Context: an optimization exercise on an open-source flow, tuned for small area, a short achievable clock period and few clock cycles. The choices shown serve that exercise and are no tape-out recipe. RTL that was checked went through simulation tests only; none was proved equivalent to the original. For run 4, only the layout was checked, not whether the RTL still works.

$ cat flow/config.mk
export PLATFORM = sky130hd
export DESIGN_NAME = edge_midpoint_subdivider
export DESIGN_NICKNAME = edge_midpoint_subdivider
export VERILOG_FILES = /design/flow/design.v
export SDC_FILE = /design/flow/constraint.sdc
export NUM_CORES = 4
export LEC_CHECK = 0
export CAP_MARGIN = 20
export CORE_MARGIN = 2
export CORE_UTILIZATION = 40
export PLACE_DENSITY = 0.6
export SETUP_SLACK_MARGIN = 5
export SLEW_MARGIN = 20
$ cat flow/constraint.sdc
create_clock -name core_clock -period 9.0 [get_ports {clk_i}]
set_input_delay 1.8000 -clock core_clock [delete_from_list [all_inputs] [get_ports {clk_i}]]
set_output_delay 1.8000 -clock core_clock [all_outputs]
set_load 0.01 [all_outputs]
$ cat flow/design.v
`default_nettype none
package ems_pkg;
  localparam int COORD_W     = 16;                   
  localparam int EXTRA_FRAC  = 6;                    
  localparam int POINT_W     = 22;                   
  localparam int DELTA_W     = 35;                   
  localparam int MAX_DEPTH   = 6;                    
  localparam int DIFF_W      = COORD_W + 1;          
  localparam int SQ_W        = 2 * COORD_W;          
  localparam int SUM_W       = SQ_W + 1;             
  localparam int DEPTH_W     = $clog2(MAX_DEPTH + 1);
  localparam int STEP_W      = DIFF_W + EXTRA_FRAC;  
  localparam int REM_W       = MAX_DEPTH;            
  localparam logic [DELTA_W-1:0] DELTA_RESET = DELTA_W'(4096);
endpackage
`default_nettype wire
`default_nettype none
module ems_sq_tree (
  input  wire logic [15:0] u,
  input  wire logic        g,
  output logic [31:0]       s_o,
  output logic [31:0]       c_o
);
  wire t0 = u[0] & u[1];
  wire t1 = u[0] & u[2];
  wire t2 = u[0] & u[3];
  wire t3 = u[0] & u[4];
  wire t4 = u[0] & u[5];
  wire t5 = u[0] & u[6];
  wire t6 = u[0] & u[7];
  wire t7 = u[0] & u[8];
  wire t8 = u[0] & u[9];
  wire t9 = u[0] & u[10];
  wire t10 = u[0] & u[11];
  wire t11 = u[0] & u[12];
  wire t12 = u[0] & u[13];
  wire t13 = u[0] & u[14];
  wire t14 = u[0] & u[15];
  wire t15 = g & u[0];
  wire t16 = u[1] & u[2];
  wire t17 = u[1] & u[3];
  wire t18 = u[1] & u[4];
  wire t19 = u[1] & u[5];
  wire t20 = u[1] & u[6];
  wire t21 = u[1] & u[7];
  wire t22 = u[1] & u[8];
  wire t23 = u[1] & u[9];
  wire t24 = u[1] & u[10];
  wire t25 = u[1] & u[11];
  wire t26 = u[1] & u[12];
  wire t27 = u[1] & u[13];
  wire t28 = u[1] & u[14];
  wire t29 = u[1] & u[15];
  wire t30 = g & u[1];
  wire t31 = u[2] & u[3];
  wire t32 = u[2] & u[4];
  wire t33 = u[2] & u[5];
  wire t34 = u[2] & u[6];
  wire t35 = u[2] & u[7];
  wire t36 = u[2] & u[8];
  wire t37 = u[2] & u[9];
  wire t38 = u[2] & u[10];
  wire t39 = u[2] & u[11];
  wire t40 = u[2] & u[12];
  wire t41 = u[2] & u[13];
  wire t42 = u[2] & u[14];
  wire t43 = u[2] & u[15];
  wire t44 = g & u[2];
  wire t45 = u[3] & u[4];
  wire t46 = u[3] & u[5];
  wire t47 = u[3] & u[6];
  wire t48 = u[3] & u[7];
  wire t49 = u[3] & u[8];
  wire t50 = u[3] & u[9];
  wire t51 = u[3] & u[10];
  wire t52 = u[3] & u[11];
  wire t53 = u[3] & u[12];
  wire t54 = u[3] & u[13];
  wire t55 = u[3] & u[14];
  wire t56 = u[3] & u[15];
  wire t57 = g & u[3];
  wire t58 = u[4] & u[5];
  wire t59 = u[4] & u[6];
  wire t60 = u[4] & u[7];
  wire t61 = u[4] & u[8];
  wire t62 = u[4] & u[9];
  wire t63 = u[4] & u[10];
  wire t64 = u[4] & u[11];
  wire t65 = u[4] & u[12];
  wire t66 = u[4] & u[13];
  wire t67 = u[4] & u[14];
  wire t68 = u[4] & u[15];
  wire t69 = g & u[4];
  wire t70 = u[5] & u[6];
  wire t71 = u[5] & u[7];
  wire t72 = u[5] & u[8];
  wire t73 = u[5] & u[9];
  wire t74 = u[5] & u[10];
  wire t75 = u[5] & u[11];
  wire t76 = u[5] & u[12];
  wire t77 = u[5] & u[13];
  wire t78 = u[5] & u[14];
  wire t79 = u[5] & u[15];
  wire t80 = g & u[5];
  wire t81 = u[6] & u[7];
  wire t82 = u[6] & u[8];
  wire t83 = u[6] & u[9];
  wire t84 = u[6] & u[10];
  wire t85 = u[6] & u[11];
  wire t86 = u[6] & u[12];
  wire t87 = u[6] & u[13];
  wire t88 = u[6] & u[14];
  wire t89 = u[6] & u[15];
  wire t90 = g & u[6];
  wire t91 = u[7] & u[8];
  wire t92 = u[7] & u[9];
  wire t93 = u[7] & u[10];
  wire t94 = u[7] & u[11];
  wire t95 = u[7] & u[12];
  wire t96 = u[7] & u[13];
  wire t97 = u[7] & u[14];
  wire t98 = u[7] & u[15];
  wire t99 = g & u[7];
  wire t100 = u[8] & u[9];
  wire t101 = u[8] & u[10];
  wire t102 = u[8] & u[11];
  wire t103 = u[8] & u[12];
  wire t104 = u[8] & u[13];
  wire t105 = u[8] & u[14];
  wire t106 = u[8] & u[15];
  wire t107 = g & u[8];
  wire t108 = u[9] & u[10];
  wire t109 = u[9] & u[11];
  wire t110 = u[9] & u[12];
  wire t111 = u[9] & u[13];
  wire t112 = u[9] & u[14];
  wire t113 = u[9] & u[15];
  wire t114 = g & u[9];
  wire t115 = u[10] & u[11];
  wire t116 = u[10] & u[12];
  wire t117 = u[10] & u[13];
  wire t118 = u[10] & u[14];
  wire t119 = u[10] & u[15];
  wire t120 = g & u[10];
  wire t121 = u[11] & u[12];
  wire t122 = u[11] & u[13];
  wire t123 = u[11] & u[14];
  wire t124 = u[11] & u[15];
  wire t125 = g & u[11];
  wire t126 = u[12] & u[13];
  wire t127 = u[12] & u[14];
  wire t128 = u[12] & u[15];
  wire t129 = g & u[12];
  wire t130 = u[13] & u[14];
  wire t131 = u[13] & u[15];
  wire t132 = g & u[13];
  wire t133 = u[14] & u[15];
  wire t134 = g & u[14];
  wire t135 = g & u[15];
  wire t136 = t14 ^ t28;
  wire t137 = t14 & t28;
  wire t138 = t8 ^ t22;
  wire t139 = t8 & t22;
  wire t140 = t9 ^ t23;
  wire t141 = t9 & t23;
  wire t142 = t10 ^ t24 ^ t37;
  wire t143 = (t10 & t24) | (t10 & t37) | (t24 & t37);
  wire t144 = t49 ^ t60;
  wire t145 = t49 & t60;
  wire t146 = t11 ^ t25 ^ t38;
  wire t147 = (t11 & t25) | (t11 & t38) | (t25 & t38);
  wire t148 = t50 ^ t61;
  wire t149 = t50 & t61;
  wire t150 = t12 ^ t26 ^ t39;
  wire t151 = (t12 & t26) | (t12 & t39) | (t26 & t39);
  wire t152 = t51 ^ t62 ^ t72;
  wire t153 = (t51 & t62) | (t51 & t72) | (t62 & t72);
  wire t154 = t81 ^ u[7];
  wire t155 = t81 & u[7];
  wire t156 = t13 ^ t27 ^ t40;
  wire t157 = (t13 & t27) | (t13 & t40) | (t27 & t40);
  wire t158 = t52 ^ t63 ^ t73;
  wire t159 = (t52 & t63) | (t52 & t73) | (t63 & t73);
  wire t160 = t82 ^ t134;
  wire t161 = t82 & t134;
  wire t162 = t136 ^ t41 ^ t53;
  wire t163 = (t136 & t41) | (t136 & t53) | (t41 & t53);
  wire t164 = t64 ^ t74 ^ t83;
  wire t165 = (t64 & t74) | (t64 & t83) | (t74 & t83);
  wire t166 = t91 ^ u[8] ^ t135;
  wire t167 = (t91 & u[8]) | (t91 & t135) | (u[8] & t135);
  wire t168 = t137 ^ t29 ^ t42;
  wire t169 = (t137 & t29) | (t137 & t42) | (t29 & t42);
  wire t170 = t54 ^ t65 ^ t75;
  wire t171 = (t54 & t65) | (t54 & t75) | (t65 & t75);
  wire t172 = t84 ^ t92;
  wire t173 = t84 & t92;
  wire t174 = t43 ^ t55 ^ t66;
  wire t175 = (t43 & t55) | (t43 & t66) | (t55 & t66);
  wire t176 = t76 ^ t85 ^ t93;
  wire t177 = (t76 & t85) | (t76 & t93) | (t85 & t93);
  wire t178 = t100 ^ u[9];
  wire t179 = t100 & u[9];
  wire t180 = t56 ^ t67 ^ t77;
  wire t181 = (t56 & t67) | (t56 & t77) | (t67 & t77);
  wire t182 = t86 ^ t94;
  wire t183 = t86 & t94;
  wire t184 = t68 ^ t78 ^ t87;
  wire t185 = (t68 & t78) | (t68 & t87) | (t78 & t87);
  wire t186 = t95 ^ t102;
  wire t187 = t95 & t102;
  wire t188 = t79 ^ t88;
  wire t189 = t79 & t88;
  wire t190 = t89 ^ t97;
  wire t191 = t89 & t97;
  wire t192 = t4 ^ t18;
  wire t193 = t4 & t18;
  wire t194 = t5 ^ t19;
  wire t195 = t5 & t19;
  wire t196 = t6 ^ t20 ^ t33;
  wire t197 = (t6 & t20) | (t6 & t33) | (t20 & t33);
  wire t198 = t45 ^ u[4];
  wire t199 = t45 & u[4];
  wire t200 = t7 ^ t21 ^ t34;
  wire t201 = (t7 & t21) | (t7 & t34) | (t21 & t34);
  wire t202 = t46 ^ t107;
  wire t203 = t46 & t107;
  wire t204 = t138 ^ t35 ^ t47;
  wire t205 = (t138 & t35) | (t138 & t47) | (t35 & t47);
  wire t206 = t58 ^ u[5] ^ t114;
  wire t207 = (t58 & u[5]) | (t58 & t114) | (u[5] & t114);
  wire t208 = t139 ^ t140 ^ t36;
  wire t209 = (t139 & t140) | (t139 & t36) | (t140 & t36);
  wire t210 = t48 ^ t59 ^ t120;
  wire t211 = (t48 & t59) | (t48 & t120) | (t59 & t120);
  wire t212 = t141 ^ t142 ^ t144;
  wire t213 = (t141 & t142) | (t141 & t144) | (t142 & t144);
  wire t214 = t70 ^ u[6] ^ t125;
  wire t215 = (t70 & u[6]) | (t70 & t125) | (u[6] & t125);
  wire t216 = t143 ^ t145 ^ t146;
  wire t217 = (t143 & t145) | (t143 & t146) | (t145 & t146);
  wire t218 = t148 ^ t71 ^ t129;
  wire t219 = (t148 & t71) | (t148 & t129) | (t71 & t129);
  wire t220 = t147 ^ t149 ^ t150;
  wire t221 = (t147 & t149) | (t147 & t150) | (t149 & t150);
  wire t222 = t152 ^ t154 ^ t132;
  wire t223 = (t152 & t154) | (t152 & t132) | (t154 & t132);
  wire t224 = t151 ^ t153 ^ t155;
  wire t225 = (t151 & t153) | (t151 & t155) | (t153 & t155);
  wire t226 = t156 ^ t158 ^ t160;
  wire t227 = (t156 & t158) | (t156 & t160) | (t158 & t160);
  wire t228 = t157 ^ t159 ^ t161;
  wire t229 = (t157 & t159) | (t157 & t161) | (t159 & t161);
  wire t230 = t162 ^ t164 ^ t166;
  wire t231 = (t162 & t164) | (t162 & t166) | (t164 & t166);
  wire t232 = t163 ^ t165 ^ t167;
  wire t233 = (t163 & t165) | (t163 & t167) | (t165 & t167);
  wire t234 = t168 ^ t170 ^ t172;
  wire t235 = (t168 & t170) | (t168 & t172) | (t170 & t172);
  wire t236 = t169 ^ t171 ^ t173;
  wire t237 = (t169 & t171) | (t169 & t173) | (t171 & t173);
  wire t238 = t174 ^ t176 ^ t178;
  wire t239 = (t174 & t176) | (t174 & t178) | (t176 & t178);
  wire t240 = t175 ^ t177 ^ t179;
  wire t241 = (t175 & t177) | (t175 & t179) | (t177 & t179);
  wire t242 = t180 ^ t182 ^ t101;
  wire t243 = (t180 & t182) | (t180 & t101) | (t182 & t101);
  wire t244 = t181 ^ t183 ^ t184;
  wire t245 = (t181 & t183) | (t181 & t184) | (t183 & t184);
  wire t246 = t186 ^ t108 ^ u[10];
  wire t247 = (t186 & t108) | (t186 & u[10]) | (t108 & u[10]);
  wire t248 = t185 ^ t187 ^ t188;
  wire t249 = (t185 & t187) | (t185 & t188) | (t187 & t188);
  wire t250 = t96 ^ t103 ^ t109;
  wire t251 = (t96 & t103) | (t96 & t109) | (t103 & t109);
  wire t252 = t189 ^ t190 ^ t104;
  wire t253 = (t189 & t190) | (t189 & t104) | (t190 & t104);
  wire t254 = t110 ^ t115 ^ u[11];
  wire t255 = (t110 & t115) | (t110 & u[11]) | (t115 & u[11]);
  wire t256 = t191 ^ t98 ^ t105;
  wire t257 = (t191 & t98) | (t191 & t105) | (t98 & t105);
  wire t258 = t111 ^ t116;
  wire t259 = t111 & t116;
  wire t260 = t106 ^ t112 ^ t117;
  wire t261 = (t106 & t112) | (t106 & t117) | (t112 & t117);
  wire t262 = t121 ^ u[12];
  wire t263 = t121 & u[12];
  wire t264 = t113 ^ t118;
  wire t265 = t113 & t118;
  wire t266 = t119 ^ t123;
  wire t267 = t119 & t123;
  wire t268 = t2 ^ t16;
  wire t269 = t2 & t16;
  wire t270 = t3 ^ t17;
  wire t271 = t3 & t17;
  wire t272 = t192 ^ t31 ^ u[3];
  wire t273 = (t192 & t31) | (t192 & u[3]) | (t31 & u[3]);
  wire t274 = t193 ^ t194 ^ t32;
  wire t275 = (t193 & t194) | (t193 & t32) | (t194 & t32);
  wire t276 = t195 ^ t196 ^ t198;
  wire t277 = (t195 & t196) | (t195 & t198) | (t196 & t198);
  wire t278 = t197 ^ t199 ^ t200;
  wire t279 = (t197 & t199) | (t197 & t200) | (t199 & t200);
  wire t280 = t201 ^ t203 ^ t204;
  wire t281 = (t201 & t203) | (t201 & t204) | (t203 & t204);
  wire t282 = t205 ^ t207 ^ t208;
  wire t283 = (t205 & t207) | (t205 & t208) | (t207 & t208);
  wire t284 = t209 ^ t211 ^ t212;
  wire t285 = (t209 & t211) | (t209 & t212) | (t211 & t212);
  wire t286 = t213 ^ t215 ^ t216;
  wire t287 = (t213 & t215) | (t213 & t216) | (t215 & t216);
  wire t288 = t217 ^ t219 ^ t220;
  wire t289 = (t217 & t219) | (t217 & t220) | (t219 & t220);
  wire t290 = t221 ^ t223 ^ t224;
  wire t291 = (t221 & t223) | (t221 & t224) | (t223 & t224);
  wire t292 = t225 ^ t227 ^ t228;
  wire t293 = (t225 & t227) | (t225 & t228) | (t227 & t228);
  wire t294 = t229 ^ t231 ^ t232;
  wire t295 = (t229 & t231) | (t229 & t232) | (t231 & t232);
  wire t296 = t233 ^ t235 ^ t236;
  wire t297 = (t233 & t235) | (t233 & t236) | (t235 & t236);
  wire t298 = t237 ^ t239 ^ t240;
  wire t299 = (t237 & t239) | (t237 & t240) | (t239 & t240);
  wire t300 = t241 ^ t243 ^ t244;
  wire t301 = (t241 & t243) | (t241 & t244) | (t243 & t244);
  wire t302 = t245 ^ t247 ^ t248;
  wire t303 = (t245 & t247) | (t245 & t248) | (t247 & t248);
  wire t304 = t249 ^ t251 ^ t252;
  wire t305 = (t249 & t251) | (t249 & t252) | (t251 & t252);
  wire t306 = t253 ^ t255 ^ t256;
  wire t307 = (t253 & t255) | (t253 & t256) | (t255 & t256);
  wire t308 = t257 ^ t259 ^ t260;
  wire t309 = (t257 & t259) | (t257 & t260) | (t259 & t260);
  wire t310 = t261 ^ t263 ^ t264;
  wire t311 = (t261 & t263) | (t261 & t264) | (t263 & t264);
  wire t312 = t265 ^ t266 ^ t126;
  wire t313 = (t265 & t266) | (t265 & t126) | (t266 & t126);
  wire t314 = t267 ^ t124;
  wire t315 = t267 & t124;
  wire t316 = t128 ^ t130;
  wire t317 = t128 & t130;
  wire t318 = t0 ^ u[1];
  wire t319 = t0 & u[1];
  wire t320 = t1 ^ t44;
  wire t321 = t1 & t44;
  wire t322 = t268 ^ u[2] ^ t57;
  wire t323 = (t268 & u[2]) | (t268 & t57) | (u[2] & t57);
  wire t324 = t269 ^ t270 ^ t69;
  wire t325 = (t269 & t270) | (t269 & t69) | (t270 & t69);
  wire t326 = t271 ^ t272 ^ t80;
  wire t327 = (t271 & t272) | (t271 & t80) | (t272 & t80);
  wire t328 = t273 ^ t274 ^ t90;
  wire t329 = (t273 & t274) | (t273 & t90) | (t274 & t90);
  wire t330 = t275 ^ t276 ^ t99;
  wire t331 = (t275 & t276) | (t275 & t99) | (t276 & t99);
  wire t332 = t277 ^ t278 ^ t202;
  wire t333 = (t277 & t278) | (t277 & t202) | (t278 & t202);
  wire t334 = t279 ^ t280 ^ t206;
  wire t335 = (t279 & t280) | (t279 & t206) | (t280 & t206);
  wire t336 = t281 ^ t282 ^ t210;
  wire t337 = (t281 & t282) | (t281 & t210) | (t282 & t210);
  wire t338 = t283 ^ t284 ^ t214;
  wire t339 = (t283 & t284) | (t283 & t214) | (t284 & t214);
  wire t340 = t285 ^ t286 ^ t218;
  wire t341 = (t285 & t286) | (t285 & t218) | (t286 & t218);
  wire t342 = t287 ^ t288 ^ t222;
  wire t343 = (t287 & t288) | (t287 & t222) | (t288 & t222);
  wire t344 = t289 ^ t290 ^ t226;
  wire t345 = (t289 & t290) | (t289 & t226) | (t290 & t226);
  wire t346 = t291 ^ t292 ^ t230;
  wire t347 = (t291 & t292) | (t291 & t230) | (t292 & t230);
  wire t348 = t293 ^ t294 ^ t234;
  wire t349 = (t293 & t294) | (t293 & t234) | (t294 & t234);
  wire t350 = t295 ^ t296 ^ t238;
  wire t351 = (t295 & t296) | (t295 & t238) | (t296 & t238);
  wire t352 = t297 ^ t298 ^ t242;
  wire t353 = (t297 & t298) | (t297 & t242) | (t298 & t242);
  wire t354 = t299 ^ t300 ^ t246;
  wire t355 = (t299 & t300) | (t299 & t246) | (t300 & t246);
  wire t356 = t301 ^ t302 ^ t250;
  wire t357 = (t301 & t302) | (t301 & t250) | (t302 & t250);
  wire t358 = t303 ^ t304 ^ t254;
  wire t359 = (t303 & t304) | (t303 & t254) | (t304 & t254);
  wire t360 = t305 ^ t306 ^ t258;
  wire t361 = (t305 & t306) | (t305 & t258) | (t306 & t258);
  wire t362 = t307 ^ t308 ^ t262;
  wire t363 = (t307 & t308) | (t307 & t262) | (t308 & t262);
  wire t364 = t309 ^ t310 ^ t122;
  wire t365 = (t309 & t310) | (t309 & t122) | (t310 & t122);
  wire t366 = t311 ^ t312 ^ u[13];
  wire t367 = (t311 & t312) | (t311 & u[13]) | (t312 & u[13]);
  wire t368 = t313 ^ t314 ^ t127;
  wire t369 = (t313 & t314) | (t313 & t127) | (t314 & t127);
  wire t370 = t315 ^ t316 ^ u[14];
  wire t371 = (t315 & t316) | (t315 & u[14]) | (t316 & u[14]);
  wire t372 = t317 ^ t131;
  wire t373 = t317 & t131;
  wire t374 = t133 ^ u[15];
  wire t375 = t133 & u[15];
  assign s_o = {t375, t373, t371, t369, t367, t365, t363, t361, t359, t357, t355, t353, t351, t349, t347, t345, t343, t341, t339, t337, t335, t333, t331, t329, t327, t325, t323, t321, t319, t318, t15, u[0]};
  assign c_o = {1'b0, t374, t372, t370, t368, t366, t364, t362, t360, t358, t356, t354, t352, t350, t348, t346, t344, t342, t340, t338, t336, t334, t332, t330, t328, t326, t324, t322, t320, t30, 1'b0, g};
endmodule
`default_nettype wire
`default_nettype none
import ems_pkg::*;
module edge_midpoint_subdivider (
  input  wire logic                      clk_i,
  input  wire logic                      rst_ni,
  input  wire logic                      cfg_we_i,
  input  wire logic [DELTA_W-1:0]        cfg_wdata_i,
  input  wire logic                      edge_valid_i,
  output logic                           edge_ready_o,
  input  wire logic signed [COORD_W-1:0] edge_start_x_i,
  input  wire logic signed [COORD_W-1:0] edge_start_y_i,
  input  wire logic signed [COORD_W-1:0] edge_end_x_i,
  input  wire logic signed [COORD_W-1:0] edge_end_y_i,
  output logic                           point_valid_o,
  input  wire logic                      point_ready_i,
  output logic signed [POINT_W-1:0]      point_x_o,
  output logic signed [POINT_W-1:0]      point_y_o,
  output logic                           point_last_o,
  output logic                           point_capped_o
);
  logic [DELTA_W-1:0] delta_q;
  always_ff @(posedge clk_i or negedge rst_ni) begin
    if (!rst_ni) begin
      delta_q <= DELTA_RESET;
    end else if (cfg_we_i) begin
      delta_q <= cfg_wdata_i;
    end
  end
  logic a_v, b_v, b_ph, c_v, c_lp, e_v;
  logic a_mv, b_load, b_mv, c_done, c_hand, e_free, fire;
  logic fit;
  logic [DEPTH_W-1:0] c_k;
  logic e_last;
  assign fire   = e_v & point_ready_i;
  assign e_free = ~e_v | (e_last & point_ready_i);
  assign c_done = fit | (c_k == DEPTH_W'(MAX_DEPTH));
  assign c_hand = c_v & ~c_lp & c_done & e_free;
  assign b_mv   = b_v & b_ph & (~c_v | c_hand);
  assign b_load = ~b_v | b_mv;
  assign a_mv   = a_v & b_load;
  assign edge_ready_o = ~a_v;
  always_ff @(posedge clk_i or negedge rst_ni) begin
    if (!rst_ni) begin
      a_v  <= 1'b0;
      b_v  <= 1'b0;
      b_ph <= 1'b0;
      c_v  <= 1'b0;
      c_lp <= 1'b0;
      e_v  <= 1'b0;
    end else begin
      a_v <= a_v ? ~a_mv : edge_valid_i;
      if (b_load) begin
        b_v  <= a_v;
        b_ph <= 1'b0;
      end else if (b_v) begin
        b_ph <= 1'b1;
      end
      if (b_mv) begin
        c_v <= 1'b1;
      end else if (c_hand) begin
        c_v <= 1'b0;
      end
      c_lp <= b_mv;
      if (c_hand) begin
        e_v <= 1'b1;
      end else if (fire & e_last) begin
        e_v <= 1'b0;
      end
    end
  end
  logic signed [COORD_W-1:0] a_sx, a_sy, a_ex, a_ey;
  always_ff @(posedge clk_i) begin
    if (!a_v) begin
      a_sx <= edge_start_x_i;
      a_sy <= edge_start_y_i;
      a_ex <= edge_end_x_i;
      a_ey <= edge_end_y_i;
    end
  end
  logic signed [DIFF_W-1:0] a_dx, a_dy;
  logic [COORD_W-1:0]       b_ux, b_uy;    
  logic                     b_gx, b_gy;    
  logic signed [COORD_W-1:0] b_sx, b_sy;
  assign a_dx = DIFF_W'(a_ex) - DIFF_W'(a_sx);
  assign a_dy = DIFF_W'(a_ey) - DIFF_W'(a_sy);
  always_ff @(posedge clk_i) begin
    if (b_load) begin
      b_sx <= a_sx;
      b_sy <= a_sy;
      b_ux <= a_dx[COORD_W-1:0] ^ {COORD_W{a_dx[DIFF_W-1]}};
      b_uy <= a_dy[COORD_W-1:0] ^ {COORD_W{a_dy[DIFF_W-1]}};
      b_gx <= a_dx[DIFF_W-1];
      b_gy <= a_dy[DIFF_W-1];
    end else if (!b_ph) begin
      b_ux <= b_uy;
      b_uy <= b_ux;
      b_gx <= b_gy;
      b_gy <= b_gx;
    end
  end
  logic [SQ_W-1:0] sq_s, sq_c, s1_q, c1_q;
  logic            q_x;
  ems_sq_tree u_sq (
    .u   (b_ux),
    .g   (b_gx),
    .s_o (sq_s),
    .c_o (sq_c)
  );
  always_ff @(posedge clk_i) begin
    s1_q <= sq_s;
    c1_q <= sq_c;
  end
  always_ff @(posedge clk_i or negedge rst_ni) begin
    if (!rst_ni) begin
      q_x <= 1'b0;
    end else begin
      q_x <= b_v & ~b_ph & ~b_load;
    end
  end
  logic [SQ_W-1:0]  acc_q;
  logic [SUM_W-1:0] sum2;
  assign sum2 = SUM_W'(c_lp ? acc_q : '0) + SUM_W'(s1_q) + SUM_W'(c1_q);
  always_ff @(posedge clk_i) begin
    if (q_x) begin
      acc_q <= sum2[SQ_W-1:0];
    end
  end
  logic signed [COORD_W-1:0] c_sx, c_sy;
  logic signed [STEP_W-1:0]  c_stx, c_sty;
  logic [SUM_W-1:0]          c_l;
  logic                      c_st;
  logic signed [DIFF_W-1:0]  b_dx, b_dy;
  assign b_dx = {b_gy, b_uy ^ {COORD_W{b_gy}}};
  assign b_dy = {b_gx, b_ux ^ {COORD_W{b_gx}}};
  assign fit = ({{(DELTA_W - SUM_W){1'b0}}, c_l, c_st} <= {delta_q, 1'b0});
  always_ff @(posedge clk_i) begin
    if (b_mv) begin
      c_sx  <= b_sx;
      c_sy  <= b_sy;
      c_stx <= {b_dx, {EXTRA_FRAC{1'b0}}};
      c_sty <= {b_dy, {EXTRA_FRAC{1'b0}}};
    end else if (c_v && !c_lp && !c_done) begin
      c_stx <= c_stx >>> 1;
      c_sty <= c_sty >>> 1;
    end
  end
  always_ff @(posedge clk_i or negedge rst_ni) begin
    if (!rst_ni) begin
      c_k <= '0;
    end else if (b_mv) begin
      c_k <= '0;
    end else if (c_v && !c_lp && !c_done) begin
      c_k <= c_k + DEPTH_W'(1);
    end
  end
  always_ff @(posedge clk_i) begin
    if (c_lp) begin
      c_l  <= sum2;
      c_st <= 1'b0;
    end else if (c_v && !c_done) begin
      c_l  <= c_l >> 2;
      c_st <= c_st | c_l[1] | c_l[0];
    end
  end
  logic signed [POINT_W-1:0] px_q, py_q, stx_q, sty_q;
  logic signed [POINT_W-1:0] nstx, nsty, npx, npy;
  logic [REM_W-1:0]          rem_q;
  logic                      cap_q;
  assign nstx = c_stx[POINT_W-1:0];
  assign nsty = c_sty[POINT_W-1:0];
  assign npx  = {c_sx, {EXTRA_FRAC{1'b0}}} + nstx;
  assign npy  = {c_sy, {EXTRA_FRAC{1'b0}}} + nsty;
  always_ff @(posedge clk_i) begin
    if (c_hand) begin
      px_q  <= npx;
      py_q  <= npy;
      stx_q <= nstx;
      sty_q <= nsty;
      rem_q <= REM_W'((1 << c_k) - 1);
      cap_q <= ~fit;
    end else if (fire) begin
      px_q  <= px_q + stx_q;
      py_q  <= py_q + sty_q;
      rem_q <= rem_q - REM_W'(1);
    end
  end
  always_ff @(posedge clk_i or negedge rst_ni) begin
    if (!rst_ni) begin
      e_last <= 1'b0;
    end else if (c_hand) begin
      e_last <= (c_k == '0);
    end else if (fire) begin
      e_last <= (rem_q == REM_W'(1));
    end
  end
  assign point_valid_o  = e_v;
  assign point_x_o      = px_q;
  assign point_y_o      = py_q;
  assign point_last_o   = e_last;
  assign point_capped_o = cap_q;
endmodule
`default_nettype wire
$ cat flow/run.sh
#!/bin/bash
# synth_recipe.tcl (not shown) runs the flow's synth.tcl, then flattens the netlist and writes it again
# the make line also repeats each setting of config.mk as NAME=value (left out here)
make -C /OpenROAD-flow-scripts/flow DESIGN_CONFIG=/design/flow/config.mk WORK_HOME=/design/flow/orfs CLKGATE_MAP_FILE= SYNTH_SCRIPT=/design/flow/synth_recipe.tcl finish
==> flow_metrics.tcl, run 1 <==
set metrics [dict create \
    status "finished clean" \
    place_area_sq_um 30000 \
    hold_viol 0 \
    gp_congestion 0.839 \
    period_minus_slack_ns 3.90 \
    layout.area.seq_sq_um 13300 \
    clkTransAtPathRegs_ns 0.06 \
    dr.pass1.iters 5 \
    synth_nets 2764 \
    final.setup.tns_ns 0 \
    crit_path_end_kind "register" \
    die-width_microns 267 \
    crit_chain "clkdlybuf4s50_1 > a21boi_1 > o31ai_4 > a21boi_4 > clkbuf_8 > clkinvlp_4 > buf_4" \
    synth-edff-count 356 \
    criticalPathCategory "input port to register" \
    path_buf_inv 4 \
    max_freq_mhz 257 \
    viasPerCell 5.15 \
    critPathArrivalTime_ns 4.24 \
    synthCells 2319 \
    drv_slew 0 \
    tritoncts "yes" \
    wl_microns 61000 \
    holdWs_ns 0.418 \
    critPathTopFamily "buffers and inverters" \
    finClkSkew_ns 0.0526 \
    ant_nets 0 \
    ys_types 74 \
    final_layout_size_suffix_gt1_share_pct 8.84 \
    grt_pass1_vias 18500 \
    grt_max_degree 87 \
    io_pins 152 \
    via_count 17600 \
    gr-total-overflow 0 \
    drtIter0Drc 1043 \
    cts_sinks 477 \
    synthFlopType "edfxtp_1" \
    mappedNetlistArea_sq_um 27600 \
    grt_pass1_wl_microns 97200 \
    cpMaxStageDelayCell "a21boi_1" \
    h-tree-depth 2 \
    period_share_pct 43.3 \
    clkLatencyLatePin_ns 0.64 \
    maxCapViolations 0 \
    grt_usage_pct 17.2 \
    route.detailed.drc 0 \
    hp-class "register to register" \
    core_sq_um 68500 \
    rows 96 \
    required_ns 9.34 \
    cts_buffers 53 \
    avgSynthCellArea_sq_um 11.9 \
    design_area_sq_um 32100 \
    yosys_warnings 1 \
    critical-path-max-stage-delay_ns 0.68 \
    detail_route.wl_per_cell_microns 17.8 \
    postCtsHoldBufs 0 \
    ctsRootBufferMaster "clkbuf_16" \
    ys_seq_elements 477 \
    fin_nets 2933 \
    seq_area_frac_synth_pct 48.4 \
    die_y_microns 267 \
    ys_async_sr_fraction_pct 9.64 \
    die_area_sq_um 71000 \
    multi_input_area_sq_um 13200 \
    critical_path_peak_fanout 38 \
    synthToLayoutAreaGrowth_pct 16.3 \
    slew_headroom_pct 37.8 \
    tightest_slew_ns 0.933 \
    dpl.hpwl_microns 43500 \
    crit_path_start_kind "input port" \
    setup_violations 0 \
    clock_path_buffers 3 \
    n_fill_cell 6126 \
    start_util_pct 40.3 \
    grt_setup_unrepaired "no" \
    antenna_found_initial 1 \
    io_buffer_count 151 \
]
==> path summary, 6_finish.rpt <==
check | cells past startpoint | start | slack, ns | to
hold / removal | 0 | b_sx[10]$_DFFE_PP_ | 0.42 | c_sx[10]$_DFFE_PP_
min in group asynchronous | 2 | rst_ni | 1.32 | delta_q[6]$_DFFE_PN0P_
hold reg to reg | 0 | b_sx[10]$_DFFE_PP_ | 0.42 | c_sx[10]$_DFFE_PP_
setup reg to reg | 13 | c_l[20]$_DFFE_PP_ | 5.14 | px_q[11]$_DFFE_PP_
max in group asynchronous | 2 | rst_ni | 7.19 | c_lp$_DFF_PN0_
setup / recovery | 7 | point_ready_i | 5.10 | b_sx[3]$_DFFE_PP_
==> final cells by class <==
type	count	area share [%]
Inverter	217	2.55
Multi-Input combinational cell	1556	41.2
Clock buffer	76	4.76
Tap cell	882	3.44
Clock inverter	24	0.624
Sequential cell	477	41.6
Antenna cell	1	0.00780
Timing Repair Buffer	183	5.77
==> stage by stage <==
stage	util, %	worst slack, ns	instances
global route	46.8	4.99	3415
global placement	43.8	3.96	3296
finish	46.8	5.10	3416
CTS	46.6	5.00	3403
detailed placement	43.8	3.89	3296
floorplan	-	5.03	2319
==> layout by cell type, fill, tap and decap left out, types with 24 or more instances in the layout <==
cell type,count
and2_1,118
dfrtp_1,44
ha_1,218
a21o_1,45
dfxtp_1,75
nor2_1,103
a22o_1,33
nand2_1,156
a21oi_1,108
o21ai_0,94
xnor2_1,104
mux2_2,60
clkdlybuf4s50_1,149
buf_4,24
edfxtp_1,356
fa_1,121
nand3_1,30
clkbuf_16,56
inv_1,214
xor2_1,72
==> timing repair <==
item,in CTS,in global routing
pin swaps,7,10
gates resized for setup,25,15
setup endpoints to repair,136,89
cloned,2,2
setup buffers,5,10
==> layer usage <==
layer	routed length [microns]	up-vias	track usage, %
li1	-	8454	-
met1	26900	8646	22.8
met2	29500	398	29.1
met3	2760	102	2.26
met4	1760	0	5.86
met5	0	-	0
==> sequential cells by signal, summed over array words and instances, names as in the netlist, 3 cells and up <==
register / cells
c_stx: 23
delta_q: 35
a_ex: 16
a_sx: 16
stx_q: 22
a_sy: 16
py_q: 22
px_q: 22
c1_q: 30
s1_q: 32
c_l: 33
rem_q: 6
b_ux: 16
c_sy: 16
c_sx: 16
c_sty: 23
b_sx: 16
b_sy: 16
acc_q: 32
sty_q: 22
b_uy: 16
c_k: 3
a_ey: 16
==> Yosys cell counts, types with 45 or more instances <==
| master | number | area, sq um |
|---|---|---|
| a21oi_1 | 112 | 561 |
| a21o_1 | 45 | 338 |
| and2_1 | 118 | 738 |
| inv_1 | 216 | 811 |
| ha_1 | 219 | 2740 |
| xnor2_1 | 104 | 911 |
| o21ai_0 | 96 | 480 |
| dfrtp_1 | 45 | 1130 |
| xor2_1 | 72 | 631 |
| mux2_2 | 60 | 676 |
| nand2_1 | 156 | 586 |
| nor2_1 | 104 | 390 |
| edfxtp_1 | 356 | 10700 |
| dfxtp_1 | 75 | 1500 |
| fa_1 | 122 | 2440 |
==> cells by family (layout without fill, tap and decap cells) <==
| family | count (synthesis) | count (layout) | synth area share (%) |
|---|---|---|---|
| and+or+nand+nor | 533 | 535 | 9.64 |
| DFF | 477 | 477 | 48.4 |
| AOI/OAI and AO/OA | 414 | 414 | 9.75 |
| adders and majority gates | 341 | 341 | 18.8 |
| buffers and inverters | 288 | 500 | 4.21 |
| xor gates and xnor gates | 176 | 176 | 5.59 |
| muxes | 90 | 90 | 3.61 |
| other | 0 | 1 | 0 |
Testbench counts, summed over its fixed seeds: cycles 16,976.
==> run 2, diff against run 1 <==
--- a/flow/config.mk
+++ b/flow/config.mk
@@ -10,4 +10,3 @@
 export CORE_UTILIZATION = 40
 export PLACE_DENSITY = 0.6
-export SETUP_SLACK_MARGIN = 5
 export SLEW_MARGIN = 20
==> run 2 against run 1 <==
Count of clock-buffer cells in the layout shrank 6. Clock skew is 0.017 ns higher. Via count is 1.1% lower. Setup slack worse by 1.1 ns. First-iteration DRC count down 8.8%. Global-route usage decreased by 0.36 points. Synthesized area stayed put. Highest routed layer unchanged.
==> flow_metrics.tcl, run 2 <==
set metrics [dict create \
    ant_nets 0 \
    slew_headroom_pct 33.7 \
    crit_chain "buf_4 > and2_1 > fa_1 > fa_1 > a211oi_1 > nor2_1 > o31ai_1 > a31oi_1 > o41ai_1 > o2111ai_1 > nand2_1 > nand2_1 > xor2_1 > mux2_2" \
    h-tree-depth 2 \
    synthToLayoutAreaGrowth_pct 15.0 \
    mappedNetlistArea_sq_um 27600 \
    viasPerCell 5.13 \
    critPathArrivalTime_ns 5.27 \
    cts_setup_buffers 0 \
    criticalPathCategory "register to register" \
    ctsRootBufferMaster "clkbuf_16" \
    clock_path_buffers 3 \
    synthCells 2319 \
    detail_route.wl_per_cell_microns 17.3 \
    start_util_pct 40.3 \
    die_area_sq_um 71000 \
    maxCapViolations 0 \
    die_y_microns 267 \
    grt.met2_usage_pct 28.7 \
    gr-max-usage-layer "met2" \
    period_share_pct 55.0 \
    cts_resized 0 \
    ys_types 74 \
    required_ns 9.32 \
    startpoint "c_lp$_DFF_PN0_" \
    design_area_sq_um 31700 \
    path_buf_inv 1 \
    synthFlopType "edfxtp_1" \
    reg2reg_depth 14 \
    ys_seq_elements 477 \
    critical_path_depth 14 \
    dr.pass1.iters 5 \
    synth-edff-count 356 \
    final_common_cell "edfxtp_1" \
    synth_area_leader_cell "edfxtp_1" \
    reg2reg_slack_ns 4.05 \
    hp-class "register to register" \
    gp_congestion 0.858 \
    avgSynthCellArea_sq_um 11.9 \
    clkTransAtPathRegs_ns 0.06 \
    hold_viol 0 \
    grt_setup_unrepaired "no" \
    ys_async_sr_fraction_pct 9.64 \
    synthTopCellsByArea "edfxtp_1 39%, ha_1 9.9%, fa_1 8.9%, dfxtp_1 5.4%, dfrtp_1 4.1%" \
    seq_area_frac_synth_pct 48.4 \
    period_minus_slack_ns 4.95 \
    synth_top_area_share_pct 38.8 \
    io_pins 152 \
    regMostFlops "delta_q" \
    top_regs "delta_q: 35 flops, c_l: 33 flops" \
    critPathTopFamily "compound AO/OA/AOI/OAI gates" \
    setup_violations 0 \
    tightest_slew_ns 0.995 \
    final_cell_mix "356 x edfxtp_1, 219 x ha_1, 215 x inv_1, 156 x nand2_1, 149 x clkdlybuf4s50_1" \
    grt_max_degree 86 \
    cpMaxStageDelayCell "buf_4" \
    io_buffer_count 151 \
    wl_microns 58900 \
    postCtsHoldBufs 0 \
    route.detailed.drc 0 \
    max_freq_mhz 202 \
    grt_usage_pct 16.9 \
    grt_use_met3_pct 2.33 \
    crit_path_end "c_l[27]$_DFFE_PP_" \
    grt_pass1_vias 18100 \
    cts_sinks 477 \
    antenna_found_initial 0 \
    via_count 17400 \
    synth_common_cells "356 x edfxtp_1, 219 x ha_1, 216 x inv_1" \
    hold_start "a_sy[5]$_DFFE_PN_" \
    final_layout_size_suffix_gt1_share_pct 7.64 \
    r2r_end "c_l[27]$_DFFE_PP_" \
    use_met1_pct 22.6 \
    largest_reg_flops 35 \
    critical_path_peak_fanout 69 \
    crit_path_end_kind "register" \
    clkLatencyLatePin_ns 0.63 \
    finClkSkew_ns 0.0694 \
    drtIter0Drc 951 \
    status "finished clean" \
    core_sq_um 68500 \
    cts_buffers 54 \
    critical-path-max-stage-delay_ns 0.58 \
    crit-reg2reg-launch "c_lp$_DFF_PN0_" \
    gr-total-overflow 0 \
    die-width_microns 267 \
    place_area_sq_um 30000 \
    n_antenna_cell 0 \
    fin_nets 2912 \
    final.setup.tns_ns 0 \
    grt_pass1_wl_microns 95400 \
    synth_most_common_cell "edfxtp_1" \
    dpl.hpwl_microns 43200 \
    synth_nets 2764 \
    crit_path_start_kind "register" \
    yosys_warnings 1 \
    tritoncts "yes" \
    rows 96 \
    drv_slew 0 \
]
-- run 2: changes by cell type in the layout (fill, tap and decap cells not counted), sizes merged, moves of 3 or more --
cell      before  now
inv          220  223
clkinv        16   23
clkinvlp       4    1
buf           31   14
clkbuf        78   70
-- run 2: kinds of logic after synthesis --
logic type | Yosys count | share of synthesized area [%]
simple gates | 533 | 9.64
flops | 477 | 48.4
compound gates | 414 | 9.75
fa+ha+maj | 341 | 18.8
buf+inv | 288 | 4.21
xor+xnor | 176 | 5.59
mux | 90 | 3.61
-- run 2: area by class of cell --
cell class                      count  area (sq um)
Clock inverter                     32           274
Sequential cell                   477         13300
Timing Repair Buffer              163          1590
Inverter                          217           815
Multi-Input combinational cell   1554         13100
Tap cell                          882          1100
Clock buffer                       70          1490
Fill cell                        6200         36800
-- run 2: through the flow --
| step | setup WS, ns | util (%) | hold WS [ns] | instances |
|---|---|---|---|---|
| floorplan | 3.98 | - | 0.400 | 2319 |
| global placement | 3.91 | 43.7 | 0.402 | 3293 |
| detailed placement | 3.88 | 43.7 | 0.405 | 3293 |
| CTS | 4.05 | 46.3 | 0.418 | 3395 |
| global route | 3.67 | 46.3 | 0.427 | 3395 |
| finish | 4.05 | 46.3 | 0.413 | 3395 |
-- run 2: worst min-delay path by stage --
stage | slack, ns | to | cells after the start
after floorplan | 0.40 | c_sx[0]$_DFFE_PP_ | 0
after global placement | 0.40 | c_sx[7]$_DFFE_PP_ | 0
after detailed placement | 0.40 | c_sx[3]$_DFFE_PP_ | 0
after CTS | 0.42 | b_sy[5]$_DFFE_PP_ | 0
after global routing | 0.43 | c_sy[11]$_DFFE_PP_ | 0
final | 0.41 | b_sy[5]$_DFFE_PP_ | 0
-- run 2: worst register-to-register path: cells and delay by family, from the launching register on --
family	cells	cell delay, ns
multiplexers	1	0.27
AND/OR/NAND/NOR	4	0.63
flip-flops	1	0.40
XOR/XNOR	1	0.16
adder cells (fa/ha/maj)	2	0.95
buffers and inverters	1	0.58
AO/OA/AOI/OAI	5	1.64
-- run 2: layer usage --
metal,part of all wire [%],up-vias
li1,-,8414
met1,45,8618
met2,49,288
met3,3.7,82
met4,2.4,0
met5,0,-
==> run 3, diff against run 2 <==
==> flow/flow/run.sh (new file) <==
#!/bin/bash
# The standard layout, with repair_timing aiming for a larger setup margin.
set -euo pipefail
bash standard.sh SETUP_SLACK_MARGIN=6.0 finish > standard_make.log 2>&1
==> flow/standard.sh (new file) <==
#!/bin/bash
# synth_recipe.tcl (not shown) runs the flow's synth.tcl, then flattens the netlist and writes it again
# the make line also repeats each setting of config.mk as NAME=value (left out here)
make -C /OpenROAD-flow-scripts/flow DESIGN_CONFIG=/design/flow/config.mk WORK_HOME=/design/flow/orfs CLKGATE_MAP_FILE= SYNTH_SCRIPT=/design/flow/synth_recipe.tcl "${@:-finish}"
removed: flow/run.sh
==> run 3 against run 2 <==
Still clean on timing, DRC and antenna. Maximum frequency rose by 28%. Design area is 16% higher. Critical endpoint is now c_l[25]$_DFFE_PP_.
==> flow_metrics.tcl, run 3 <==
set metrics [dict create \
    status "finished clean" \
    synth_nets 2764 \
    synthToLayoutAreaGrowth_pct 33.6 \
    dp.cells 3293 \
    multi_input_area_sq_um 14600 \
    cts_buffers 52 \
    n_fill_cell 5616 \
    critical-path-max-stage-delay_ns 0.45 \
    clkLatencyLatePin_ns 0.62 \
    n_antenna_cell 0 \
    gp_congestion 0.817 \
    antenna_found_initial 1 \
    clock_path_buffers 3 \
    critPathMostFrequentCell "fa_2" \
    drtIter0Drc 1221 \
    ys_async_sr_fraction_pct 9.64 \
    viasPerCell 5.25 \
    die-width_microns 267 \
    drv_slew 0 \
    core_sq_um 68500 \
    route.detailed.drc 0 \
    final_common_cell "edfxtp_1" \
    io_pins 152 \
    ctsRootBufferMaster "clkbuf_16" \
    slew_headroom_pct 37.4 \
    die_y_microns 267 \
    hold_start "b_sx[10]$_DFFE_PP_" \
    synth_top_area_share_pct 38.8 \
    crit_chain "clkbuf_16 > and2_4 > fa_2 > fa_2 > a211oi_2 > nor2_2 > o31ai_4 > a31oi_4 > o41ai_2 > buf_4 > o2111ai_4 > a31oi_1 > xnor2_1 > mux2_4" \
    largest_reg_flops 35 \
    cpMaxStageDelayCell "fa_2" \
    synthFlopType "edfxtp_1" \
    io_buffer_count 151 \
    ys_seq_elements 477 \
    critical_path_peak_fanout 8 \
    synth_area_leader_cell "edfxtp_1" \
    via_count 19400 \
    top_regs "delta_q: 35 flops, c_l: 33 flops" \
    synth_common_cells "356 x edfxtp_1, 219 x ha_1, 216 x inv_1" \
    critPathArrivalTime_ns 4.22 \
    dr.pass1.iters 5 \
    synthTopCellsByArea "edfxtp_1 39%, ha_1 9.9%, fa_1 8.9%, dfxtp_1 5.4%, dfrtp_1 4.1%" \
    seq_area_frac_synth_pct 48.4 \
    wl_microns 74700 \
    grt_pass1_vias 20000 \
    hp-class "register to register" \
    required_ns 9.34 \
    gr-total-overflow 0 \
    grt_max_degree 68 \
    grt_pass1_wl_microns 112000 \
    utilization_pct 53.8 \
    startpoint "c_lp$_DFF_PN0_" \
    finClkSkew_ns 0.0382 \
    setup_violations 0 \
    grt_usage_pct 20.4 \
    yosys_warnings 1 \
    ant_nets 0 \
    layout.area.seq_sq_um 13300 \
    cts_sinks 477 \
    crit_path_start_kind "register" \
    crit-reg2reg-launch "c_lp$_DFF_PN0_" \
    rows 96 \
    dpl.hpwl_microns 43800 \
    ys_types 74 \
    place_ws_ns 4.03 \
    synth_most_common_cell "edfxtp_1" \
    start_util_pct 40.3 \
    tightest_slew_ns 0.938 \
    h-tree-depth 2 \
    regMostFlops "delta_q" \
    period_minus_slack_ns 3.88 \
    maxCapViolations 0 \
    instances_no_fill 3686 \
    hold_viol 0 \
    avgSynthCellArea_sq_um 11.9 \
    synthCells 2319 \
    die_area_sq_um 71000 \
    mappedNetlistArea_sq_um 27600 \
    final_cell_mix "356 x edfxtp_1, 208 x inv_1, 200 x ha_1, 149 x buf_4, 139 x nand2_1" \
    path_buf_inv 2 \
    period_share_pct 43.1 \
    synth-edff-count 356 \
    criticalPathCategory "register to register" \
    fin_ws_ns 5.12 \
    tritoncts "yes" \
    final.setup.tns_ns 0 \
    clkTransAtPathRegs_ns 0.06 \
    final_layout_size_suffix_gt1_share_pct 26.4 \
    grt_setup_unrepaired "yes" \
    fin_nets 3205 \
    max_freq_mhz 258 \
    crit_path_end_kind "register" \
    critPathTopFamily "compound AO/OA/AOI/OAI gates" \
    detail_route.wl_per_cell_microns 20.3 \
]
==> run 3: changes by cell type in the layout (fill, tap and decap cells not counted), sizes merged, moves of 2 or more <==
cell,delta
clkinvlp,+5
or2,+7
clkinv,-7
clkdlybuf4s50,-49
buf,+311
inv,-3
clkbuf,+14
or3,+5
bufbuf,+4
bufinv,+2
==> run 3: worst reg2reg max path, delay by kind of cell (launching register included) <==
family | cells | cell delay, ns
compound gates | 6 | 1.33
xor+xnor | 1 | 0.13
fa+ha+maj | 2 | 0.87
buf+inv | 2 | 0.34
flops | 1 | 0.43
mux | 1 | 0.26
simple gates | 2 | 0.24
==> run 3: kinds of logic after synthesis <==
logic type	Yosys count	synth area share [%]
AOI/OAI and AO/OA	414	9.75
muxes	90	3.61
xor gates and xnor gates	176	5.59
DFF	477	48.4
buffers and inverters	288	4.21
adders and majority gates	341	18.8
and+or+nand+nor	533	9.64
==> run 3: area by class of cell <==
type	instances	area share, %
inverter	217	2.27
sequential	477	36.2
clock inverter	25	0.788
timing repair inverter	4	0.119
tap	882	3.00
timing repair buffer	441	13.9
clock buffer	73	4.11
multi-input combinational	1567	39.6
==> run 3: worst paths after layout <==
kind | slack [ns] | to | cells after the start
worst max-delay path | 5.12 | c_l[25]$_DFFE_PP_ | 14
worst max register to register | 5.12 | c_l[25]$_DFFE_PP_ | 14
worst min-delay path | 0.41 | c_sx[10]$_DFFE_PP_ | 0
min in group asynchronous | 1.31 | delta_q[10]$_DFFE_PN0P_ | 2
worst min register to register | 0.41 | c_sx[10]$_DFFE_PP_ | 0
max in group asynchronous | 7.18 | e_v$_DFFE_PN0P_ | 2
==> run 3: timing repair <==
item                       in CTS  in global routing
hold endpoints to repair        0                  0
hold buffers                    0                  0
setup endpoints to repair     524                502
gates resized for setup       415                209
buffers inserted              179                 53
pin swaps                      96                 87
gates cloned                   47                 16
==> run 3: metal layers <==
layer	up-vias	routed length [microns]	GRT usage (%)
li1	9043	-	-
met1	9645	31400	26.7
met2	515	36800	34.6
met3	166	3850	2.78
met4	0	2630	7.21
met5	-	0	0
==> run 3: through the flow <==
step	cell area, sq um	hold slack, ns
after floorplan	27900	0.400
after global placement	30200	0.406
after detailed placement	30200	0.405
after CTS	35300	0.416
after global routing	36800	0.435
final	36800	0.414
==> run 4, diff against run 3 <==
--- a/flow/design.v
+++ b/flow/design.v
@@ -522,9 +522,14 @@
   end
   logic [SQ_W-1:0]  acc_q;
+  logic [SQ_W-1:0]  r3_s, r3_c;
   logic [SUM_W-1:0] sum2;
-  assign sum2 = SUM_W'(c_lp ? acc_q : '0) + SUM_W'(s1_q) + SUM_W'(c1_q);
+  assign r3_s = acc_q ^ s1_q ^ c1_q;
+  assign r3_c = (acc_q & s1_q) | (acc_q & c1_q) | (s1_q & c1_q);
+  assign sum2 = SUM_W'(r3_s) + {r3_c, 1'b0};
   always_ff @(posedge clk_i) begin
     if (q_x) begin
       acc_q <= sum2[SQ_W-1:0];
+    end else if (c_lp || !b_v) begin
+      acc_q <= '0;
     end
   end
==> flow/run.sh (new file) <==
#!/bin/bash
# synth_recipe.tcl (not shown) runs the flow's synth.tcl, then flattens the netlist and writes it again
# the make line also repeats each setting of config.mk as NAME=value (left out here)
make -C /OpenROAD-flow-scripts/flow DESIGN_CONFIG=/design/flow/config.mk WORK_HOME=/design/flow/orfs CLKGATE_MAP_FILE= SYNTH_SCRIPT=/design/flow/synth_recipe.tcl finish
--- a/flow/config.mk
+++ b/flow/config.mk
@@ -10,3 +10,4 @@
 export CORE_UTILIZATION = 40
 export PLACE_DENSITY = 0.6
+export SETUP_SLACK_MARGIN = 5
 export SLEW_MARGIN = 20
removed: flow/flow/run.sh
removed: flow/standard.sh
==> run 4 against run 3 <==
Design area decreased by 14%. First-iteration DRC count down 21%. Global-route usage is 2.9 points lower. Critical path depth is 3 lower. Still clean on timing, DRC and antenna. Routed wire length shrank 18%. Setup slack improved by 0.079 ns.
==> flow_metrics.tcl, run 4 <==
set metrics [dict create \
    ctsRootBufferMaster "clkbuf_16" \
    criticalPathCategory "register to register" \
    hold_start "b_sx[4]$_DFFE_PP_" \
    hold_viol 0 \
    h-tree-depth 2 \
    synthTopCellsByArea "edfxtp_1 39%, ha_1 10%, fa_1 8.9%, dfxtp_1 5.5%, dfrtp_1 4.1%" \
    critical-path-max-stage-delay_ns 0.52 \
    synthCells 2352 \
    synth-compound-area-share_pct 11.0 \
    synth_nets 2797 \
    crit_path_end_kind "register" \
    critPathTopFamily "compound AO/OA/AOI/OAI gates" \
    grt_pass1_vias 18300 \
    cts_buffers 52 \
    tightest_slew_ns 0.977 \
    muxShareOfSynthArea_pct 2.00 \
    io_pins 152 \
    final_common_cell "edfxtp_1" \
    synthSimpleGateAreaFrac_pct 9.71 \
    synth_common_cells "356 x edfxtp_1, 220 x inv_1, 219 x ha_1" \
    crit_chain "fa_1 > ha_1 > nand3_1 > a2111oi_2 > a221oi_4 > and3_1 > o311a_1 > o31ai_2 > a31oi_1 > xnor2_1 > mux2_2" \
    period_share_pct 42.3 \
    die-width_microns 266 \
    dr.pass1.iters 5 \
    fin_nets 2953 \
    reg2reg_depth 11 \
    ys_async_sr_fraction_pct 9.64 \
    clkLatencyLatePin_ns 0.62 \
    synthXorXnorAreaFrac_pct 5.59 \
    path_buf_inv 0 \
    synth_area_leader_cell "edfxtp_1" \
    clkTransAtPathRegs_ns 0.06 \
    synth-edff-count 356 \
    synth_top_family_by_area "adder cells" \
    crit-reg2reg-launch "acc_q[10]$_SDFFCE_PN0P_" \
    r2r_end "c_l[30]$_DFFE_PP_" \
    detail_route.wl_per_cell_microns 17.9 \
    required_ns 9.35 \
    cts_sinks 477 \
    grt_max_degree 68 \
    final.setup.tns_ns 0 \
    ys_types 74 \
    core_sq_um 67500 \
    largest_reg_flops 35 \
    critPathArrivalTime_ns 4.16 \
    via_count 17600 \
    seq_area_frac_synth_pct 48.7 \
    gr-total-overflow 0 \
    die_y_microns 266 \
    yosys_warnings 1 \
    final_layout_size_suffix_gt1_share_pct 6.23 \
    maxCapViolations 0 \
    drv_slew 0 \
    setup_violations 0 \
    synth_top_area_share_pct 39.0 \
    top_regs "delta_q: 35 flops, c_l: 33 flops" \
    period_minus_slack_ns 3.80 \
    grt_use_met3_pct 2.50 \
    antenna_found_initial 1 \
    die_area_sq_um 70700 \
    ys_seq_elements 477 \
    holdPathEnd "c_sx[4]$_DFFE_PP_" \
    viasPerCell 5.15 \
    dpl.hpwl_microns 45700 \
    synthToLayoutAreaGrowth_pct 16.0 \
    wl_microns 61400 \
    io_buffer_count 151 \
    clock_path_buffers 3 \
    grt_pass1_wl_microns 98100 \
    gr-max-usage-layer "met2" \
    reg2reg_slack_ns 5.20 \
    start_util_pct 40.6 \
    critical_path_peak_fanout 4 \
    ant_nets 0 \
    grt.met2_usage_pct 29.8 \
    regMostFlops "delta_q" \
    grt_usage_pct 17.5 \
    slew_headroom_pct 34.8 \
    finClkSkew_ns 0.0552 \
    use_met1_pct 23.1 \
    final_cell_mix "356 x edfxtp_1, 219 x inv_1, 219 x ha_1, 181 x nand2_1, 149 x clkdlybuf4s50_1" \
    max_freq_mhz 263 \
    whs_path_depth 0 \
    synthFlopType "edfxtp_1" \
    route.detailed.drc 0 \
    tritoncts "yes" \
    drtIter0Drc 960 \
    rows 95 \
    mappedNetlistArea_sq_um 27400 \
    gp_congestion 0.836 \
    avgSynthCellArea_sq_um 11.7 \
    synth_fa_ha_area_share_pct 18.9 \
    hp-class "register to register" \
    grt_setup_unrepaired "no" \
    postCtsHoldBufs 0 \
    crit_path_start_kind "register" \
    cpMaxStageDelayCell "a2111oi_2" \
    synth_most_common_cell "edfxtp_1" \
    status "finished clean" \
    n_antenna_cell 0 \
]
[run 4: logic make-up after synthesis]
family,after synthesis
simple gates,551
fa+ha+maj,341
flops,477
mux,51
buf+inv,289
compound gates,468
xor+xnor,175
[run 4: metrics by stage]
stage | worst slack [ns] | hold slack [ns] | util (%) | std cells | cell area, sq um
CTS | 5.00 | 0.419 | 47.0 | 3422 | 31700
finish | 5.20 | 0.418 | 47.1 | 3425 | 31800
detailed placement | 3.59 | 0.405 | 44.2 | 3323 | 29900
floorplan | 4.91 | 0.400 | - | 2352 | 27500
global route | 5.00 | 0.427 | 47.1 | 3425 | 31800
global placement | 3.72 | 0.407 | 44.2 | 3323 | 29900
[run 4: how the worst max path moves through the flow]
stage	startpoint	cells past startpoint	endpoint	slack (ns)
5_1_grt	c_l[26]$_DFFE_PP_	12	b_uy[1]$_DFFE_PP_	5.00
3_5_place_dp	point_ready_i	10	b_uy[2]$_DFFE_PP_	3.59
6_report	acc_q[10]$_SDFFCE_PN0P_	11	c_l[30]$_DFFE_PP_	5.20
3_3_place_gp	point_ready_i	10	b_gx$_DFFE_PP_	3.72
4_1_cts	c_l[4]$_DFFE_PP_	11	b_ux[7]$_DFFE_PP_	5.00
2_1_floorplan	point_ready_i	7	b_gx$_DFFE_PP_	4.91
[run 4: layer usage]
| metal | wire length (microns) | part of all wire [%] | vias to the layer above |
|---|---|---|---|
| li1 | - | - | 8548 |
| met1 | 27800 | 45 | 8657 |
| met2 | 29500 | 48 | 316 |
| met3 | 2330 | 3.8 | 106 |
| met4 | 1690 | 2.8 | 0 |
| met5 | 0 | 0 | - |
[run 4: worst register-to-register path, delay by kind of cell, from the launching register on]
| kind | cells | cell delay (ns) |
|---|---|---|
| mux | 1 | 0.27 |
| xor+xnor | 1 | 0.16 |
| compound gates | 5 | 1.52 |
| fa+ha+maj | 2 | 0.81 |
| flops | 1 | 0.41 |
| simple gates | 2 | 0.38 |
[run 4: final cells by class]
class                           count  area (sq um)
Clock buffer                       69          1440
Inverter                          223           850
Timing Repair Buffer              167          1670
Fill cell                        6034         35700
Clock inverter                     29           378
Tap cell                          873          1090
Sequential cell                   477         13300
Multi-Input combinational cell   1587         13000
[run 4: repair_timing]
item                       CTS  global route
pin swaps                    0             1
setup endpoints to repair  172           144
setup buffers                0             3
resized for setup            5            11
cloned                       1             0

re-timing with driven ports:
How much do the figures lean on ideal ports? The routed layouts below were timed once more, with nothing changed but the port constraints.
Step 1, drivers: a clkbuf_16 drives clk_i and a buf_2 each remaining input, both assumed.
Step 2 adds t to the input delays and takes it off the output delays; t is the mean of the earliest and latest rising clock arrival at the registers after step 1. Input paths then give back, and output paths get back, about the clock's delay inside the block.
a / b / c = ideal ports / drivers / drivers and shift; a / b = the first two.
run | t, ns | setup WS [ns] | worst setup path after step 2 | clock arrival spread, ns | cell pins on the clock port's net
run 1 | 0.670 | 5.104 / 5.136 / 4.466 | input to register | 0.054 / 0.054 | 1
run 2 | 0.659 | 4.047 / 4.047 / 3.885 | input to register | 0.070 / 0.070 | 1
run 3 | 0.660 | 5.117 / 5.117 / 5.009 | input to register | 0.039 / 0.040 | 1
run 4 | 0.652 | 5.196 / 5.196 / 4.695 | input to register | 0.055 / 0.056 | 1
After both steps setup and hold are still met in every run listed. The setup slack of run 1, which loses most, moves by +0.032 ns with the drivers and by -0.638 ns with both steps.
